From an optimization exercise on the open Yosys and OpenROAD flow, aimed at a short achievable clock period and few clock cycles per item; shortcuts taken in it are not production practice.
Function was checked by simulation only, so behaviour that the tests miss may differ from the original.

Setup of old:
==> flow/design.v <==
`default_nettype none
package swt16_pkg;
   localparam int word_width    = 16;
   localparam int reg_idx_width = 4;
   localparam int num_regs      = 16;
   localparam int opcode_width  = 4;
   localparam int imm_width     = 8;
   localparam int shamt_width   = 4;
   typedef logic [word_width-1:0]    word_t;
   typedef logic [word_width-1:0]    instr_t;
   typedef logic [reg_idx_width-1:0] reg_idx_t;
   typedef logic [imm_width-1:0]     imm_t;
   typedef enum logic [opcode_width-1:0] {
      op_nop = 4'd0,
      op_ldi = 4'd1,
      op_add = 4'd2,
      op_sub = 4'd3,
      op_and = 4'd4,
      op_or  = 4'd5,
      op_xor = 4'd6,
      op_sll = 4'd7,
      op_srl = 4'd8,
      op_sra = 4'd9
   } opcode_t;
   typedef enum logic [3:0] {
      alu_pass_imm,
      alu_add,
      alu_sub,
      alu_and,
      alu_or,
      alu_xor,
      alu_sll,
      alu_srl,
      alu_sra
   } alu_op_t;
endpackage
`default_nettype wire
`timescale 1ns/1ps
`default_nettype none
module swt16_top (
   input  wire        clock,
   input  wire        rst,
   input  wire        instr_valid,
   input  wire [15:0] instr,
   output wire        instr_ready,
   output wire        wb_valid,
   input  wire        wb_ready,
   output wire [3:0]  wb_reg_idx,
   output wire [15:0] wb_data
);
   localparam int QD = 8;    
   logic        rdy_q;
   logic        f_v;
   logic [15:0] f_ins;
   logic        acc_res;
   assign acc_res = instr_valid && rdy_q &&
                    (instr[15:12] != 4'd0) && (instr[15:12] <= 4'd9);
   always_ff @(posedge clock) begin
      f_ins <= instr;
      if (rst) f_v <= 1'b0;
      else     f_v <= acc_res;
   end
   wire [3:0] f_op  = f_ins[15:12];
   wire [3:0] f_rd  = f_ins[11:8];
   wire [3:0] f_rs1 = f_ins[7:4];
   wire [3:0] f_rs2 = f_ins[3:0];
   wire       f_ldi = (f_op == 4'd1);
   logic        d_v;
   logic [3:0]  d_rd;
   logic [7:0]  d_imm;
   logic        d_ldi, d_add, d_sub, d_and, d_or, d_xor, d_sll, d_sr, d_sra;
   logic [15:0] d_s1oh, d_s2oh;
   logic        d_byR1, d_byR2;    
   logic        d_sa_p, d_sa_n, d_sa_d, d_sb_p, d_sb_d;    
   logic        e_v;
   logic [3:0]  e_rd;
   logic        e_add, e_sub, e_and, e_or, e_xor, e_sll, e_sr, e_sra;
   logic [15:0] e_a, e_b;
   logic        r_v;
   logic [3:0]  r_rd;
   logic [15:0] r_q;
   always_ff @(posedge clock) begin
      if (rst) d_v <= 1'b0;
      else     d_v <= f_v;
      d_rd   <= f_rd;
      d_imm  <= f_ins[7:0];
      d_ldi  <= f_ldi;
      d_add  <= (f_op == 4'd2) || (f_op == 4'd3);
      d_sub  <= (f_op == 4'd3);
      d_and  <= (f_op == 4'd4);
      d_or   <= (f_op == 4'd5) || f_ldi;
      d_xor  <= (f_op == 4'd6);
      d_sll  <= (f_op == 4'd7);
      d_sr   <= (f_op == 4'd8) || (f_op == 4'd9);
      d_sra  <= (f_op == 4'd9);
      for (int j = 0; j < 16; j++) begin
         d_s1oh[j] <= (f_rs1 == 4'(j));
         d_s2oh[j] <= (f_rs2 == 4'(j));
      end
      d_byR1 <= e_v && (e_rd == f_rs1);
      d_byR2 <= e_v && (e_rd == f_rs2);
      d_sa_p <=   !f_ldi && d_v && (d_rd == f_rs1) && (f_op != 4'd3);
      d_sa_n <=   !f_ldi && d_v && (d_rd == f_rs1) && (f_op == 4'd3);
      d_sa_d <= !(!f_ldi && d_v && (d_rd == f_rs1));
      d_sb_p <=   !f_ldi && d_v && (d_rd == f_rs2);
      d_sb_d <= !(!f_ldi && d_v && (d_rd == f_rs2));
   end
   logic [15:0] regs [16];
   always_ff @(posedge clock) begin
      for (int j = 0; j < 16; j++) begin
         if (rst)                             regs[j] <= '0;
         else if (r_v && (r_rd == 4'(j)))     regs[j] <= r_q;
      end
   end
   logic [15:0] rf1, rf2, a_val, b_val;
   logic [15:0] alu_res;
   always_comb begin
      rf1 = '0;
      rf2 = '0;
      for (int j = 0; j < 16; j++) begin
         rf1 = rf1 | (regs[j] & {16{d_s1oh[j]}});
         rf2 = rf2 | (regs[j] & {16{d_s2oh[j]}});
      end
      if (d_ldi)       a_val = {8'h00, d_imm};
      else if (d_byR1) a_val = r_q;
      else             a_val = rf1;
      if (d_ldi)       b_val = '0;
      else if (d_byR2) b_val = r_q;
      else             b_val = rf2;
   end
   always_ff @(posedge clock) begin
      if (rst) e_v <= 1'b0;
      else     e_v <= d_v;
      e_rd   <= d_rd;
      e_add  <= d_add;
      e_sub  <= d_sub;
      e_and  <= d_and;
      e_or   <= d_or;
      e_xor  <= d_xor;
      e_sll  <= d_sll;
      e_sr   <= d_sr;
      e_sra  <= d_sra;
      e_a    <= (alu_res & {16{d_sa_p}}) | (~alu_res & {16{d_sa_n}})
              | ((d_sub ? ~a_val : a_val) & {16{d_sa_d}});
      e_b    <= (alu_res & {16{d_sb_p}}) | (b_val & {16{d_sb_d}});
   end
   wire [15:0] src1 = e_a;
   wire [15:0] src2 = e_b;
   wire [15:0] g = src1 & src2;
   wire [15:0] p = src1 ^ src2;
   logic [15:0] gk [5];
   logic [15:0] pk [5];
   always_comb begin
      gk[0] = g;
      pk[0] = p;
      for (int l = 0; l < 4; l++) begin
         for (int i = 0; i < 16; i++) begin
            if (i >= (1 << l)) begin
               gk[l+1][i] = gk[l][i] | (pk[l][i] & gk[l][i - (1 << l)]);
               pk[l+1][i] = pk[l][i] & pk[l][i - (1 << l)];
            end else begin
               gk[l+1][i] = gk[l][i];
               pk[l+1][i] = pk[l][i];
            end
         end
      end
   end
   wire [15:0] carry = {gk[4][14:0], 1'b0};
   wire [15:0] sum   = (p ^ {16{e_sub}}) ^ carry;
   wire [3:0]  shamt = src2[3:0];
   wire [15:0] shl   = src1 << shamt;
   wire [15:0] shr   = 16'($signed({e_sra & src1[15], src1}) >>> shamt);
   assign alu_res = (sum & {16{e_add}})
                       | (g   & {16{e_and}})
                       | ((g | p) & {16{e_or}})
                       | (p   & {16{e_xor}})
                       | (shl & {16{e_sll}})
                       | (shr & {16{e_sr}});
   always_ff @(posedge clock) begin
      if (rst) r_v <= 1'b0;
      else     r_v <= e_v;
      r_rd <= e_rd;
      r_q  <= alu_res;
   end
   logic [19:0]  q_mem [QD];
   logic [2:0]   q_wp, q_rp;
   logic [3:0]   q_cnt;
   logic [3:0]   owed;          
   logic         o_v;
   logic [19:0]  o_q;
   wire [19:0] head_data = (q_cnt == 4'd0) ? {r_rd, r_q} : q_mem[q_rp];
   wire        head_av   = (q_cnt != 4'd0) || r_v;
   wire        o_load    = !o_v || wb_ready;
   wire        mv        = o_load && head_av;
   wire rdy_up   = (owed <= 4'(QD - 2));
   wire rdy_same = (owed <= 4'(QD - 1));
   wire rdy_next = (acc_res && !mv) ? rdy_up : ((!acc_res && mv) ? 1'b1 : rdy_same);
   always_ff @(posedge clock) begin
      if (r_v) q_mem[q_wp] <= {r_rd, r_q};
      if (o_load) o_q <= head_data;
      if (rst) begin
         q_wp  <= '0;
         q_rp  <= '0;
         q_cnt <= '0;
         owed  <= '0;
         o_v   <= 1'b0;
         rdy_q <= 1'b1;
      end else begin
         q_wp  <= q_wp + 3'(r_v);
         q_rp  <= q_rp + 3'(mv);
         q_cnt <= q_cnt + 4'(r_v) - 4'(mv);
         owed  <= owed + 4'(acc_res) - 4'(mv);
         if (o_load) o_v <= head_av;
         rdy_q <= rdy_next;
      end
   end
   assign instr_ready = rdy_q;
   assign wb_valid    = o_v;
   assign wb_reg_idx  = o_q[19:16];
   assign wb_data     = o_q[15:0];
endmodule
`default_nettype wire
make LEC_CHECK=0 ABC_CLOCK_PERIOD_IN_PS=1500 CAP_MARGIN=20 CORE_MARGIN=2 CORE_UTILIZATION=40 SETUP_SLACK_MARGIN=2.5 SLEW_MARGIN=20 finish   # period 4.6 ns
run.sh (not shown) runs the stock make flow with config.mk's settings and CLKGATE_MAP_FILE= SYNTH_SCRIPT=/design/flow/synth_recipe.tcl, a recipe that flattens the netlist after the stock synthesis.
Testbench counts of old, summed over its fixed seeds: cycles 40,040, items 40,000.
Modified inputs, new compared to old
--- a/flow/design.v
+++ b/flow/design.v
@@ -48,7 +48,7 @@
    output wire [3:0]  wb_reg_idx,
    output wire [15:0] wb_data
 );
-   localparam int QD = 8;    
+   localparam int QD = 6;    
    logic        rdy_q;
    logic        f_v;
    logic [15:0] f_ins;
@@ -182,34 +182,45 @@
       r_rd <= e_rd;
       r_q  <= alu_res;
    end
-   logic [19:0]  q_mem [QD];
-   logic [2:0]   q_wp, q_rp;
-   logic [3:0]   q_cnt;
-   logic [3:0]   owed;          
-   logic         o_v;
-   logic [19:0]  o_q;
-   wire [19:0] head_data = (q_cnt == 4'd0) ? {r_rd, r_q} : q_mem[q_rp];
-   wire        head_av   = (q_cnt != 4'd0) || r_v;
+   logic [19:0]   q_mem [QD];
+   logic [QD-1:0] q_wp, q_rp;     
+   logic [QD-1:0] q_th;           
+   logic [QD-1:0] ow_th;          
+   logic          o_v;
+   logic [19:0]   o_q;
+   logic [19:0] q_head;
+   always_comb begin
+      q_head = '0;
+      for (int i = 0; i < QD; i++) q_head = q_head | (q_mem[i] & {20{q_rp[i]}});
+   end
+   wire [19:0] head_data = q_th[0] ? q_head : {r_rd, r_q};
+   wire        head_av   = q_th[0] || r_v;
    wire        o_load    = !o_v || wb_ready;
    wire        mv        = o_load && head_av;
-   wire rdy_up   = (owed <= 4'(QD - 2));
-   wire rdy_same = (owed <= 4'(QD - 1));
-   wire rdy_next = (acc_res && !mv) ? rdy_up : ((!acc_res && mv) ? 1'b1 : rdy_same);
-   always_ff @(posedge clock) begin
-      if (r_v) q_mem[q_wp] <= {r_rd, r_q};
+   wire [QD-1:0] ow_up = {ow_th[QD-2:0], 1'b1};
+   wire [QD-1:0] ow_dn = {1'b0, ow_th[QD-1:1]};
+   wire [QD-1:0] q_up  = {q_th[QD-2:0], 1'b1};
+   wire [QD-1:0] q_dn  = {1'b0, q_th[QD-1:1]};
+   wire rdy_next = (acc_res && !mv) ? !ow_th[QD-2] : ((!acc_res && mv) ? 1'b1 : !ow_th[QD-1]);
+   always_ff @(posedge clock) begin
+      for (int i = 0; i < QD; i++) begin
+         if (r_v && q_wp[i]) q_mem[i] <= {r_rd, r_q};
+      end
       if (o_load) o_q <= head_data;
       if (rst) begin
-         q_wp  <= '0;
-         q_rp  <= '0;
-         q_cnt <= '0;
-         owed  <= '0;
+         q_wp  <= QD'(1);
+         q_rp  <= QD'(1);
+         q_th  <= '0;
+         ow_th <= '0;
          o_v   <= 1'b0;
          rdy_q <= 1'b1;
       end else begin
-         q_wp  <= q_wp + 3'(r_v);
-         q_rp  <= q_rp + 3'(mv);
-         q_cnt <= q_cnt + 4'(r_v) - 4'(mv);
-         owed  <= owed + 4'(acc_res) - 4'(mv);
+         if (r_v) q_wp <= {q_wp[QD-2:0], q_wp[QD-1]};
+         if (mv)  q_rp <= {q_rp[QD-2:0], q_rp[QD-1]};
+         if (r_v && !mv)      q_th <= q_up;
+         else if (!r_v && mv) q_th <= q_dn;
+         if (acc_res && !mv)      ow_th <= ow_up;
+         else if (!acc_res && mv) ow_th <= ow_dn;
          if (o_load) o_v <= head_av;
          rdy_q <= rdy_next;
       end
==> run summary <==
- Between old and new, met3 track demand over resource increased.
- Against old, new comes in 20 higher on maximum number of pins on one net before global-route repair.
- Run comparison: new end of the critical path e_a[15]; old end of the critical path e_a[12]
- In the flow results for old and new, the number of clock sinks is larger on old.
- Setup slack: new more than old
- Taking old as the reference, in new critical path depth now smaller, final standard cell area without fillers now smaller, total length of routed wires now smaller, first-pass GRT wire length now smaller.
Testbench counts of new, summed over its fixed seeds: cycles 40,040, items 40,000.

[re-timing with driven ports]
No port has a modelled driver above. Below, the same layouts with a new extraction and two added sets of constraints. Step 1 (the two cells are an assumption about what drives the block):
set clk [get_ports {clock}]
set_driving_cell -lib_cell sky130_fd_sc_hd__clkbuf_16 $clk
set_driving_cell -lib_cell sky130_fd_sc_hd__buf_2 [delete_from_list [all_inputs] $clk]
Step 2 times the ports against the registers' clock, not the clock port: input delays grow and output delays shrink by t, the midpoint of the rising clock arrivals with the driver on. a / b / c = no drivers / after step 1 / after step 2; a / b = the first two.
run | shift t [ns] | setup WS [ns] | hold slack, ns | latest minus earliest clock arrival (ns) | cell pins on the clock port's net
old | 0.710 | 2.127 / 2.127 / 1.852 | 0.318 / 0.318 / 0.318 | 0.038 / 0.037 | 1
new | 0.698 | 2.181 / 2.181 / 1.936 | 0.326 / 0.326 / 0.326 | 0.014 / 0.013 | 1
After both steps setup and hold are still met in every run listed. The setup slack of old, which loses most, moves by 0.000 ns with the drivers and by -0.275 ns with both steps.
